What follows belongs to an exercise in optimizing a design on an open flow for small area and a short achievable clock period; a production flow would make more cautious choices. Where RTL was checked, it was by simulation tests only, not by an equivalence proof against the original.

==> v4 <==
==> flow/design.v (excerpt) <==
module alu_unit
#(
  parameter int unsigned WIDTH = 32
) (
  input  logic               clk,
  input  logic               rst_n,
  input  logic               in_valid,
  input  logic [WIDTH-1:0]   rs,
  input  logic [WIDTH-1:0]   rt,
  input  logic [alu_pkg::CTRL_W-1:0]  ctrl,
  input  logic [alu_pkg::SHAMT_W-1:0] sa,
  input  logic               div_signed,
  output logic               out_valid,
  output logic [WIDTH-1:0]   rd,
  output logic               overflow,
  output logic [WIDTH-1:0]   quotient,
  output logic [WIDTH-1:0]   remainder
);
  localparam int SPLIT = 14;
  localparam int RW    = 32 - SPLIT;
  logic        sub;
  logic [31:0] y, sum;
  logic [32:0] cy;
  logic        ovf, lt_s, lt_u;
  assign sub   = ctrl[3];
  assign y     = rt ^ {32{sub}};
  assign cy[0] = sub;
  genvar gi;
  generate
    for (gi = 0; gi < 32; gi++) begin : g_add
      assign sum[gi]  = rs[gi] ^ y[gi] ^ cy[gi];
      assign cy[gi+1] = (rs[gi] & y[gi]) | (rs[gi] & cy[gi]) | (y[gi] & cy[gi]);
    end
  endgenerate
  assign ovf  = (rs[31] == y[31]) && (sum[31] != rs[31]);
  ...
==> module alu_unit, before the edit <==
module alu_unit
#(
  parameter int unsigned WIDTH = 32
) (
  input  logic               clk,
  input  logic               rst_n,
  input  logic               in_valid,
  input  logic [WIDTH-1:0]   rs,
  input  logic [WIDTH-1:0]   rt,
  input  logic [alu_pkg::CTRL_W-1:0]  ctrl,
  input  logic [alu_pkg::SHAMT_W-1:0] sa,
  input  logic               div_signed,
  output logic               out_valid,
  output logic [WIDTH-1:0]   rd,
  output logic               overflow,
  output logic [WIDTH-1:0]   quotient,
  output logic [WIDTH-1:0]   remainder
);
  localparam int SPLIT = 14;
  localparam int RW    = 32 - SPLIT;
  logic        sub;
  logic [31:0] y, sum;
  logic [32:0] cy;
  logic        ovf, lt_s, lt_u;
  assign sub   = ctrl[3];
  assign y     = rt ^ {32{sub}};
  assign cy[0] = sub;
  genvar gi;
  generate
    for (gi = 0; gi < 32; gi++) begin : g_add
      assign sum[gi]  = rs[gi] ^ y[gi] ^ cy[gi];
      assign cy[gi+1] = (rs[gi] & y[gi]) | (rs[gi] & cy[gi]) | (y[gi] & cy[gi]);
    end
  endgenerate
  assign ovf  = (rs[31] == y[31]) && (sum[31] != rs[31]);
  assign lt_u = ~cy[32];
  assign lt_s = sum[31] ^ ovf;
  logic        left, fill;
  logic [31:0] sh_in, sh_out, sh_rev;
  always_comb begin
    left = (ctrl[1:0] == 2'b00);
    fill = (ctrl[1:0] == 2'b10) & rt[31];
    for (int i = 0; i < 32; i++) sh_in[i] = left ? rt[31-i] : rt[i];
    sh_out = sh_in;
    for (int k = 0; k < 5; k++)
      if (sa[k]) sh_out = (sh_out >> (1 << k)) | ({32{fill}} << (32 - (1 << k)));
    for (int i = 0; i < 32; i++) sh_rev[i] = sh_out[31-i];
  end
  logic [31:0] alu_rd_c;
  logic        alu_ovf_c;
  logic [3:0]  tt;
  logic        is_arith, is_srl, is_sll;
  always_comb begin
    case (ctrl)
      alu_pkg::ALU_AND: tt = 4'b1000;
      alu_pkg::ALU_OR:  tt = 4'b1110;
      alu_pkg::ALU_NOR: tt = 4'b0001;
      alu_pkg::ALU_XOR: tt = 4'b0110;
      default:          tt = 4'b0000;
    endcase
    is_arith = (ctrl == alu_pkg::ALU_ADDU) | (ctrl == alu_pkg::ALU_ADD) |
               (ctrl == alu_pkg::ALU_SUBU) | (ctrl == alu_pkg::ALU_SUB);
    is_srl   = (ctrl == alu_pkg::ALU_SRL) | (ctrl == alu_pkg::ALU_SRA);
    is_sll   = (ctrl == alu_pkg::ALU_SLL);
    for (int i = 0; i < 32; i++)
      alu_rd_c[i] = tt[{rs[i], rt[i]}] | (is_arith & sum[i]) |
                    (is_srl & sh_out[i]) | (is_sll & sh_rev[i]);
    alu_rd_c[0] = alu_rd_c[0] | ((ctrl == alu_pkg::ALU_SLTU) & lt_u) |
                  ((ctrl == alu_pkg::ALU_SLT) & lt_s);
    alu_ovf_c = ((ctrl == alu_pkg::ALU_ADD) | (ctrl == alu_pkg::ALU_SUB)) & ovf;
  end
  logic        neg_a, neg_b, b_zero;
  logic [31:0] mag_a, mag_b;
  logic [31:SPLIT] q_hi_c;
  logic [31:0] r_hi_c;
  always_comb begin
    neg_a  = div_signed & rs[31];
    neg_b  = div_signed & rt[31];
    mag_a  = neg_a ? (~rs + 32'd1) : rs;
    mag_b  = neg_b ? (~rt + 32'd1) : rt;
    b_zero = (rt == 32'd0);
  end
  alu_div32 #(.HI(31), .LO(SPLIT)) u_div_hi (
    .rin (32'd0), .a(mag_a), .b(mag_b), .q(q_hi_c), .rout(r_hi_c)
  );
  logic             out_valid_q;
  logic [WIDTH-1:0] rd_q;
  logic             overflow_q;
  logic [RW-1:0]    rem_q;
  logic [31:SPLIT]  qhi_q;
  logic [SPLIT-1:0] alo_q;
  logic [31:0]      b_q;
  logic             negq_q, negr_q;
  always_ff @(posedge clk) begin
    if (!rst_n) begin
      out_valid_q <= 1'b0;
      rd_q        <= '0;
      overflow_q  <= 1'b0;
      rem_q       <= '0;
      qhi_q       <= '0;
      alo_q       <= '0;
      b_q         <= 32'd1;
      negq_q      <= 1'b0;
      negr_q      <= 1'b0;
    end else begin
      out_valid_q <= in_valid;
      if (in_valid) begin
        rd_q        <= alu_rd_c;
        overflow_q  <= alu_ovf_c;
        rem_q       <= r_hi_c[RW-1:0];
        qhi_q       <= q_hi_c;
        alo_q       <= mag_a[SPLIT-1:0];
        b_q         <= mag_b;
        negq_q      <= (neg_a ^ neg_b) & ~b_zero;
        negr_q      <= neg_a;
      end
    end
  end
  logic [SPLIT-1:0] q_lo_c;
  logic [31:0]      r_c, q_c;
  alu_div32 #(.HI(SPLIT-1), .LO(0)) u_div_lo (
    .rin ({{SPLIT{1'b0}}, rem_q}), .a({qhi_q, alo_q}), .b(b_q), .q(q_lo_c), .rout(r_c)
  );
  assign q_c = {qhi_q, q_lo_c};
  assign out_valid = out_valid_q;
  assign rd        = rd_q;
  assign overflow  = overflow_q;
  assign quotient  = negq_q ? (~q_c + 32'd1) : q_c;
  assign remainder = negr_q ? (~r_c + 32'd1) : r_c;
endmodule
==> module alu_div32, before the edit <==
module alu_div32 #(
  parameter int HI = 31,
  parameter int LO = 0
) (
  input  logic [31:0]     rin,
  input  logic [31:0]     a,
  input  logic [31:0]     b,
  output logic [HI:LO]    q,
  output logic [31:0]     rout
);
  logic [31:0] rem [LO:HI+1];
  logic [32:0] hz;
  assign rem[HI+1] = rin;
  assign hz[32] = 1'b1;
  genvar j;
  generate
    for (j = 31; j >= 1; j--) begin : g_hz
      assign hz[j] = hz[j+1] & ~b[j];
    end
    for (j = HI; j >= LO; j--) begin : g_row
      localparam int W = 32 - j;
      logic [W-1:0] p, r;
      if (W == 1) begin : g_p1
        assign p = a[j];
      end else begin : g_pn
        assign p = {rem[j+1][W-2:0], a[j]};
      end
      case (W)
        1: begin : g_w1 alu_div_row1 u_row (.p(p), .b(b[0:0]), .hz(hz[1]), .q(q[j]), .r(r)); end
        2: begin : g_w2 alu_div_row2 u_row (.p(p), .b(b[1:0]), .hz(hz[2]), .q(q[j]), .r(r)); end
        3: begin : g_w3 alu_div_row3 u_row (.p(p), .b(b[2:0]), .hz(hz[3]), .q(q[j]), .r(r)); end
        4: begin : g_w4 alu_div_row4 u_row (.p(p), .b(b[3:0]), .hz(hz[4]), .q(q[j]), .r(r)); end
        5: begin : g_w5 alu_div_row5 u_row (.p(p), .b(b[4:0]), .hz(hz[5]), .q(q[j]), .r(r)); end
        6: begin : g_w6 alu_div_row6 u_row (.p(p), .b(b[5:0]), .hz(hz[6]), .q(q[j]), .r(r)); end
        7: begin : g_w7 alu_div_row7 u_row (.p(p), .b(b[6:0]), .hz(hz[7]), .q(q[j]), .r(r)); end
        8: begin : g_w8 alu_div_row8 u_row (.p(p), .b(b[7:0]), .hz(hz[8]), .q(q[j]), .r(r)); end
        9: begin : g_w9 alu_div_row9 u_row (.p(p), .b(b[8:0]), .hz(hz[9]), .q(q[j]), .r(r)); end
        10: begin : g_w10 alu_div_row10 u_row (.p(p), .b(b[9:0]), .hz(hz[10]), .q(q[j]), .r(r)); end
        11: begin : g_w11 alu_div_row11 u_row (.p(p), .b(b[10:0]), .hz(hz[11]), .q(q[j]), .r(r)); end
        12: begin : g_w12 alu_div_row12 u_row (.p(p), .b(b[11:0]), .hz(hz[12]), .q(q[j]), .r(r)); end
        13: begin : g_w13 alu_div_row13 u_row (.p(p), .b(b[12:0]), .hz(hz[13]), .q(q[j]), .r(r)); end
        14: begin : g_w14 alu_div_row14 u_row (.p(p), .b(b[13:0]), .hz(hz[14]), .q(q[j]), .r(r)); end
        15: begin : g_w15 alu_div_row15 u_row (.p(p), .b(b[14:0]), .hz(hz[15]), .q(q[j]), .r(r)); end
        16: begin : g_w16 alu_div_row16 u_row (.p(p), .b(b[15:0]), .hz(hz[16]), .q(q[j]), .r(r)); end
        17: begin : g_w17 alu_div_row17 u_row (.p(p), .b(b[16:0]), .hz(hz[17]), .q(q[j]), .r(r)); end
        18: begin : g_w18 alu_div_row18 u_row (.p(p), .b(b[17:0]), .hz(hz[18]), .q(q[j]), .r(r)); end
        19: begin : g_w19 alu_div_row19 u_row (.p(p), .b(b[18:0]), .hz(hz[19]), .q(q[j]), .r(r)); end
        20: begin : g_w20 alu_div_row20 u_row (.p(p), .b(b[19:0]), .hz(hz[20]), .q(q[j]), .r(r)); end
        21: begin : g_w21 alu_div_row21 u_row (.p(p), .b(b[20:0]), .hz(hz[21]), .q(q[j]), .r(r)); end
        22: begin : g_w22 alu_div_row22 u_row (.p(p), .b(b[21:0]), .hz(hz[22]), .q(q[j]), .r(r)); end
        23: begin : g_w23 alu_div_row23 u_row (.p(p), .b(b[22:0]), .hz(hz[23]), .q(q[j]), .r(r)); end
        24: begin : g_w24 alu_div_row24 u_row (.p(p), .b(b[23:0]), .hz(hz[24]), .q(q[j]), .r(r)); end
        25: begin : g_w25 alu_div_row25 u_row (.p(p), .b(b[24:0]), .hz(hz[25]), .q(q[j]), .r(r)); end
        26: begin : g_w26 alu_div_row26 u_row (.p(p), .b(b[25:0]), .hz(hz[26]), .q(q[j]), .r(r)); end
        27: begin : g_w27 alu_div_row27 u_row (.p(p), .b(b[26:0]), .hz(hz[27]), .q(q[j]), .r(r)); end
        28: begin : g_w28 alu_div_row28 u_row (.p(p), .b(b[27:0]), .hz(hz[28]), .q(q[j]), .r(r)); end
        29: begin : g_w29 alu_div_row29 u_row (.p(p), .b(b[28:0]), .hz(hz[29]), .q(q[j]), .r(r)); end
        30: begin : g_w30 alu_div_row30 u_row (.p(p), .b(b[29:0]), .hz(hz[30]), .q(q[j]), .r(r)); end
        31: begin : g_w31 alu_div_row31 u_row (.p(p), .b(b[30:0]), .hz(hz[31]), .q(q[j]), .r(r)); end
        32: begin : g_w32 alu_div_row32 u_row (.p(p), .b(b[31:0]), .hz(hz[32]), .q(q[j]), .r(r)); end
        default: ;
      endcase
      if (W == 32) begin : g_r32
        assign rem[j] = r;
      end else begin : g_rn
        assign rem[j] = {{(32-W){1'b0}}, r};
      end
    end
  endgenerate
  assign rout = rem[LO];
endmodule
Settings: LEC_CHECK=0, ABC_AREA=1, CAP_MARGIN=20, CORE_MARGIN=2, CORE_UTILIZATION=70, PLACE_DENSITY=0.78, SLEW_MARGIN=20; clock period 100.0 ns.
standard.sh (not shown) runs the stock make flow with config.mk's settings and CLKGATE_MAP_FILE= SYNTH_SCRIPT=/design/flow/synth_recipe.tcl, a recipe that flattens the netlist after the stock synthesis.
==> flow/flow/run.sh <==
#!/bin/bash
# Standard ORFS layout, with repair_timing asked to leave setup margin so the
# resizer speeds up the design instead of stopping at the 100 ns clock.
set -euo pipefail
bash standard.sh SETUP_SLACK_MARGIN=38 finish > orfs_flow.log 2>&1
==> v33 (differences from v4) <==
--- a/flow/design.v
+++ b/flow/design.v
@@ -3210,17 +3210,24 @@
   output logic [HI:LO]    q,
   output logic [31:0]     rout
 );
   logic [31:0] rem [LO:HI+1];
   logic [32:0] hz;
   assign rem[HI+1] = rin;
+  logic [31:0] sor;
+  always_comb begin
+    sor = b;
+    for (int d = 1; d < 32; d = d * 2)
+      for (int i = 31; i >= 0; i--)
+        if (((31 - i) / d) % 2 == 1) sor[i] = sor[i] | sor[31 - (((31 - i) / d) * d - 1)];
+  end
   assign hz[32] = 1'b1;
   genvar j;
   generate
     for (j = 31; j >= 1; j--) begin : g_hz
-      assign hz[j] = hz[j+1] & ~b[j];
+      assign hz[j] = ~sor[j];
     end
     for (j = HI; j >= LO; j--) begin : g_row
       localparam int W = 32 - j;
       logic [W-1:0] p, r;
       if (W == 1) begin : g_p1
         assign p = a[j];
@@ -3286,14 +3293,23 @@
   output logic               out_valid,
   output logic [WIDTH-1:0]   rd,
   output logic               overflow,
   output logic [WIDTH-1:0]   quotient,
   output logic [WIDTH-1:0]   remainder
 );
-  localparam int SPLIT = 14;
+  localparam int SPLIT = 15;
   localparam int RW    = 32 - SPLIT;
+  function automatic logic [31:0] cneg(input logic [31:0] x, input logic neg);
+    logic [31:0] o;
+    o = x;
+    for (int d = 1; d < 32; d = d * 2)
+      for (int i = 0; i < 32; i++)
+        if ((i / d) % 2 == 1) o[i] = o[i] | o[(i / d) * d - 1];
+    cneg[0] = x[0];
+    for (int i = 1; i < 32; i++) cneg[i] = x[i] ^ (neg & o[i-1]);
+  endfunction
   logic        sub;
   logic [31:0] y, sum;
   logic [32:0] cy;
   logic        ovf, lt_s, lt_u;
   assign sub   = ctrl[3];
   assign y     = rt ^ {32{sub}};
@@ -3346,14 +3362,14 @@
   logic [31:0] mag_a, mag_b;
   logic [31:SPLIT] q_hi_c;
   logic [31:0] r_hi_c;
   always_comb begin
     neg_a  = div_signed & rs[31];
     neg_b  = div_signed & rt[31];
-    mag_a  = neg_a ? (~rs + 32'd1) : rs;
-    mag_b  = neg_b ? (~rt + 32'd1) : rt;
+    mag_a  = cneg(rs, neg_a);
+    mag_b  = cneg(rt, neg_b);
     b_zero = (rt == 32'd0);
   end
   alu_div32 #(.HI(31), .LO(SPLIT)) u_div_hi (
     .rin (32'd0), .a(mag_a), .b(mag_b), .q(q_hi_c), .rout(r_hi_c)
   );
   logic             out_valid_q;
@@ -3395,9 +3411,9 @@
     .rin ({{SPLIT{1'b0}}, rem_q}), .a({qhi_q, alo_q}), .b(b_q), .q(q_lo_c), .rout(r_c)
   );
   assign q_c = {qhi_q, q_lo_c};
   assign out_valid = out_valid_q;
   assign rd        = rd_q;
   assign overflow  = overflow_q;
-  assign quotient  = negq_q ? (~q_c + 32'd1) : q_c;
-  assign remainder = negr_q ? (~r_c + 32'd1) : r_c;
+  assign quotient  = cneg(q_c, negq_q);
+  assign remainder = cneg(r_c, negr_q);
 endmodule
==> flow/flow/run.sh (replaced) <==
#!/bin/bash
# Standard ORFS layout, with two changes to how it is made:
# - repair_timing is asked to leave setup margin, so the resizer speeds up the
#   design instead of stopping as soon as the 100 ns clock is met;
# - the port buffers that buffer_ports inserts are sky130_fd_sc_hd__buf_1.
# make's full output goes to orfs_flow.log; ORFS keeps each step's log under orfs/logs.
set -euo pipefail
bash standard.sh SETUP_SLACK_MARGIN=44 "BUFFER_PORTS_ARGS=-buffer_cell sky130_fd_sc_hd__buf_1" finish > orfs_flow.log 2>&1
--- a/flow/config.mk
+++ b/flow/config.mk
@@ -5,9 +5,9 @@
 export SDC_FILE = /design/flow/constraint.sdc
 export NUM_CORES = 4
 export LEC_CHECK = 0
 export ABC_AREA = 1
 export CAP_MARGIN = 20
 export CORE_MARGIN = 2
-export CORE_UTILIZATION = 70
-export PLACE_DENSITY = 0.78
+export CORE_UTILIZATION = 72
+export PLACE_DENSITY = 0.8
 export SLEW_MARGIN = 20
==> v17 (differences from v4) <==
--- a/flow/design.v
+++ b/flow/design.v
@@ -3311,39 +3311,45 @@
   logic        left, fill;
   logic [31:0] sh_in, sh_out, sh_rev;
   always_comb begin
     left = (ctrl[1:0] == 2'b00);
     fill = (ctrl[1:0] == 2'b10) & rt[31];
     for (int i = 0; i < 32; i++) sh_in[i] = left ? rt[31-i] : rt[i];
-    sh_out = sh_in;
-    for (int k = 0; k < 5; k++)
-      if (sa[k]) sh_out = (sh_out >> (1 << k)) | ({32{fill}} << (32 - (1 << k)));
+    sh_out = 32'($signed({fill, sh_in}) >>> sa);
     for (int i = 0; i < 32; i++) sh_rev[i] = sh_out[31-i];
   end
   logic [31:0] alu_rd_c;
   logic        alu_ovf_c;
-  logic [3:0]  tt;
-  logic        is_arith, is_srl, is_sll;
   always_comb begin
+    alu_rd_c  = '0;
+    alu_ovf_c = 1'b0;
     case (ctrl)
-      alu_pkg::ALU_AND: tt = 4'b1000;
-      alu_pkg::ALU_OR:  tt = 4'b1110;
-      alu_pkg::ALU_NOR: tt = 4'b0001;
-      alu_pkg::ALU_XOR: tt = 4'b0110;
-      default:          tt = 4'b0000;
+      alu_pkg::ALU_ADDU: alu_rd_c = sum;
+      alu_pkg::ALU_ADD: begin
+        alu_rd_c  = sum;
+        alu_ovf_c = ovf;
+      end
+      alu_pkg::ALU_AND:  alu_rd_c = rs & rt;
+      alu_pkg::ALU_OR:   alu_rd_c = rs | rt;
+      alu_pkg::ALU_NOR:  alu_rd_c = ~(rs | rt);
+      alu_pkg::ALU_XOR:  alu_rd_c = rs ^ rt;
+      alu_pkg::ALU_SUBU: alu_rd_c = sum;
+      alu_pkg::ALU_SUB: begin
+        alu_rd_c  = sum;
+        alu_ovf_c = ovf;
+      end
+      alu_pkg::ALU_SLTU: alu_rd_c = {31'd0, lt_u};
+      alu_pkg::ALU_SLT:  alu_rd_c = {31'd0, lt_s};
+      alu_pkg::ALU_SLL:  alu_rd_c = sh_rev;
+      alu_pkg::ALU_SRL:  alu_rd_c = sh_out;
+      alu_pkg::ALU_SRA:  alu_rd_c = sh_out;
+      default: begin
+        alu_rd_c  = '0;
+        alu_ovf_c = 1'b0;
+      end
     endcase
-    is_arith = (ctrl == alu_pkg::ALU_ADDU) | (ctrl == alu_pkg::ALU_ADD) |
-               (ctrl == alu_pkg::ALU_SUBU) | (ctrl == alu_pkg::ALU_SUB);
-    is_srl   = (ctrl == alu_pkg::ALU_SRL) | (ctrl == alu_pkg::ALU_SRA);
-    is_sll   = (ctrl == alu_pkg::ALU_SLL);
-    for (int i = 0; i < 32; i++)
-      alu_rd_c[i] = tt[{rs[i], rt[i]}] | (is_arith & sum[i]) |
-                    (is_srl & sh_out[i]) | (is_sll & sh_rev[i]);
-    alu_rd_c[0] = alu_rd_c[0] | ((ctrl == alu_pkg::ALU_SLTU) & lt_u) |
-                  ((ctrl == alu_pkg::ALU_SLT) & lt_s);
-    alu_ovf_c = ((ctrl == alu_pkg::ALU_ADD) | (ctrl == alu_pkg::ALU_SUB)) & ovf;
   end
   logic        neg_a, neg_b, b_zero;
   logic [31:0] mag_a, mag_b;
   logic [31:SPLIT] q_hi_c;
   logic [31:0] r_hi_c;
   always_comb begin
==> flow/flow/run.sh (replaced) <==
#!/bin/bash
# Standard ORFS layout, with repair_timing asked to leave setup margin so the
# resizer speeds up the design instead of stopping at the 100 ns clock.
set -euo pipefail
bash standard.sh SETUP_SLACK_MARGIN=35 finish > orfs_flow.log 2>&1
==> v21 (differences from v4) <==
--- a/flow/design.v
+++ b/flow/design.v
@@ -3210,17 +3210,24 @@
   output logic [HI:LO]    q,
   output logic [31:0]     rout
 );
   logic [31:0] rem [LO:HI+1];
   logic [32:0] hz;
   assign rem[HI+1] = rin;
+  logic [31:0] sor;
+  always_comb begin
+    sor = b;
+    for (int d = 1; d < 32; d = d * 2)
+      for (int i = 31; i >= 0; i--)
+        if (((31 - i) / d) % 2 == 1) sor[i] = sor[i] | sor[31 - (((31 - i) / d) * d - 1)];
+  end
   assign hz[32] = 1'b1;
   genvar j;
   generate
     for (j = 31; j >= 1; j--) begin : g_hz
-      assign hz[j] = hz[j+1] & ~b[j];
+      assign hz[j] = ~sor[j];
     end
     for (j = HI; j >= LO; j--) begin : g_row
       localparam int W = 32 - j;
       logic [W-1:0] p, r;
       if (W == 1) begin : g_p1
         assign p = a[j];
@@ -3286,14 +3293,23 @@
   output logic               out_valid,
   output logic [WIDTH-1:0]   rd,
   output logic               overflow,
   output logic [WIDTH-1:0]   quotient,
   output logic [WIDTH-1:0]   remainder
 );
-  localparam int SPLIT = 14;
+  localparam int SPLIT = 15;
   localparam int RW    = 32 - SPLIT;
+  function automatic logic [31:0] cneg(input logic [31:0] x, input logic neg);
+    logic [31:0] o;
+    o = x;
+    for (int d = 1; d < 32; d = d * 2)
+      for (int i = 0; i < 32; i++)
+        if ((i / d) % 2 == 1) o[i] = o[i] | o[(i / d) * d - 1];
+    cneg[0] = x[0];
+    for (int i = 1; i < 32; i++) cneg[i] = x[i] ^ (neg & o[i-1]);
+  endfunction
   logic        sub;
   logic [31:0] y, sum;
   logic [32:0] cy;
   logic        ovf, lt_s, lt_u;
   assign sub   = ctrl[3];
   assign y     = rt ^ {32{sub}};
@@ -3346,14 +3362,14 @@
   logic [31:0] mag_a, mag_b;
   logic [31:SPLIT] q_hi_c;
   logic [31:0] r_hi_c;
   always_comb begin
     neg_a  = div_signed & rs[31];
     neg_b  = div_signed & rt[31];
-    mag_a  = neg_a ? (~rs + 32'd1) : rs;
-    mag_b  = neg_b ? (~rt + 32'd1) : rt;
+    mag_a  = cneg(rs, neg_a);
+    mag_b  = cneg(rt, neg_b);
     b_zero = (rt == 32'd0);
   end
   alu_div32 #(.HI(31), .LO(SPLIT)) u_div_hi (
     .rin (32'd0), .a(mag_a), .b(mag_b), .q(q_hi_c), .rout(r_hi_c)
   );
   logic             out_valid_q;
@@ -3395,9 +3411,9 @@
     .rin ({{SPLIT{1'b0}}, rem_q}), .a({qhi_q, alo_q}), .b(b_q), .q(q_lo_c), .rout(r_c)
   );
   assign q_c = {qhi_q, q_lo_c};
   assign out_valid = out_valid_q;
   assign rd        = rd_q;
   assign overflow  = overflow_q;
-  assign quotient  = negq_q ? (~q_c + 32'd1) : q_c;
-  assign remainder = negr_q ? (~r_c + 32'd1) : r_c;
+  assign quotient  = cneg(q_c, negq_q);
+  assign remainder = cneg(r_c, negr_q);
 endmodule
==> flow/flow/run.sh (replaced) <==
#!/bin/bash
# Standard ORFS layout, with two changes to how it is made:
# - repair_timing is asked to leave setup margin, so the resizer speeds up the
#   design instead of stopping as soon as the 100 ns clock is met;
# - the port buffers that buffer_ports inserts are sky130_fd_sc_hd__buf_1.
# make's full output goes to orfs_flow.log; ORFS keeps each step's log under orfs/logs.
set -euo pipefail
bash standard.sh SETUP_SLACK_MARGIN=41 "BUFFER_PORTS_ARGS=-buffer_cell sky130_fd_sc_hd__buf_1" finish > orfs_flow.log 2>&1
==> qor summary <==
quantity	v4	v33	v17	v21
Outcome	no timing/DRC/antenna violations	no timing/DRC/antenna violations	no timing/DRC/antenna violations	no timing/DRC/antenna violations
Largest stage delay on the critical path	0.53 ns	0.49 ns	0.45 ns	0.45 ns
Via count of the first global-routing pass	39100	41600	38100	40400
Number of antenna repair diodes	4	2	1	5
Sequential area share after synthesis	0.0618	0.0589	0.0612	0.0589
Storage element area	2370 sq um	2340 sq um	2370 sq um	2340 sq um
Final min period	63.34 ns	55.51 ns	62.38 ns	56.58 ns
Unrepaired setup endpoints after global routing	true	false	false	false
Routed length on met1	50400 um	53500 um	48700 um	52400 um
Total met2 wirelength after detailed routing	62500 um	62800 um	58600 um	60400 um
Count of clock-net buffers in the final layout	17	18	17	17
GRT Resource Usage Total	0.442	0.472	0.440	0.444
Highest clock rate	15.8 MHz	18.0 MHz	16.0 MHz	17.7 MHz
Reg2Reg Launch Point	b_q[23]$_SDFFE_PN0P_	negq_q$_SDFFE_PN0P_	negr_q$_SDFFE_PN0P_	negr_q$_SDFFE_PN0P_
Simple-gate share of the synthesized area	0.330	0.343	0.313	0.343
Height of the die	238 um	239 um	239 um	242 um
Function not checked in v4: the RTL went through the layout flow alone.

-- what the ideal ports hide --
How much do the figures lean on ideal ports? The routed layouts below were timed once more, with nothing changed but the port constraints.
Step 1: set_driving_cell puts a clkbuf_16 on clk and a buf_2 on each other input, an assumption about the parent block.
Step 2 moves the port delays by t, midway between the first and last clock arrival at a register: inputs arrive t later, outputs are due t later. That takes back most of the time a late clock gives input paths.
a / b / c = no drivers / after step 1 / after step 2; a / b = the first two.
run | shift t [ns] | slack for setup (ns) | hold WS [ns] | worst setup path at the end
v4 | 0.504 | 36.660 / 36.607 / 37.111 | 0.481 / 0.481 / 0.481 | register to output
v33 | 0.506 | 44.486 / 44.510 / 44.004 | 0.472 / 0.472 / 0.472 | input to register
v17 | 0.503 | 37.620 / 37.565 / 37.907 | 0.457 / 0.457 / 0.457 | input to register
v21 | 0.506 | 43.418 / 43.443 / 42.937 | 0.490 / 0.490 / 0.490 | input to register
After both steps setup and hold are still met in every run listed. The setup slack of v33, which loses most, moves by +0.024 ns with the drivers and by -0.482 ns with both steps.
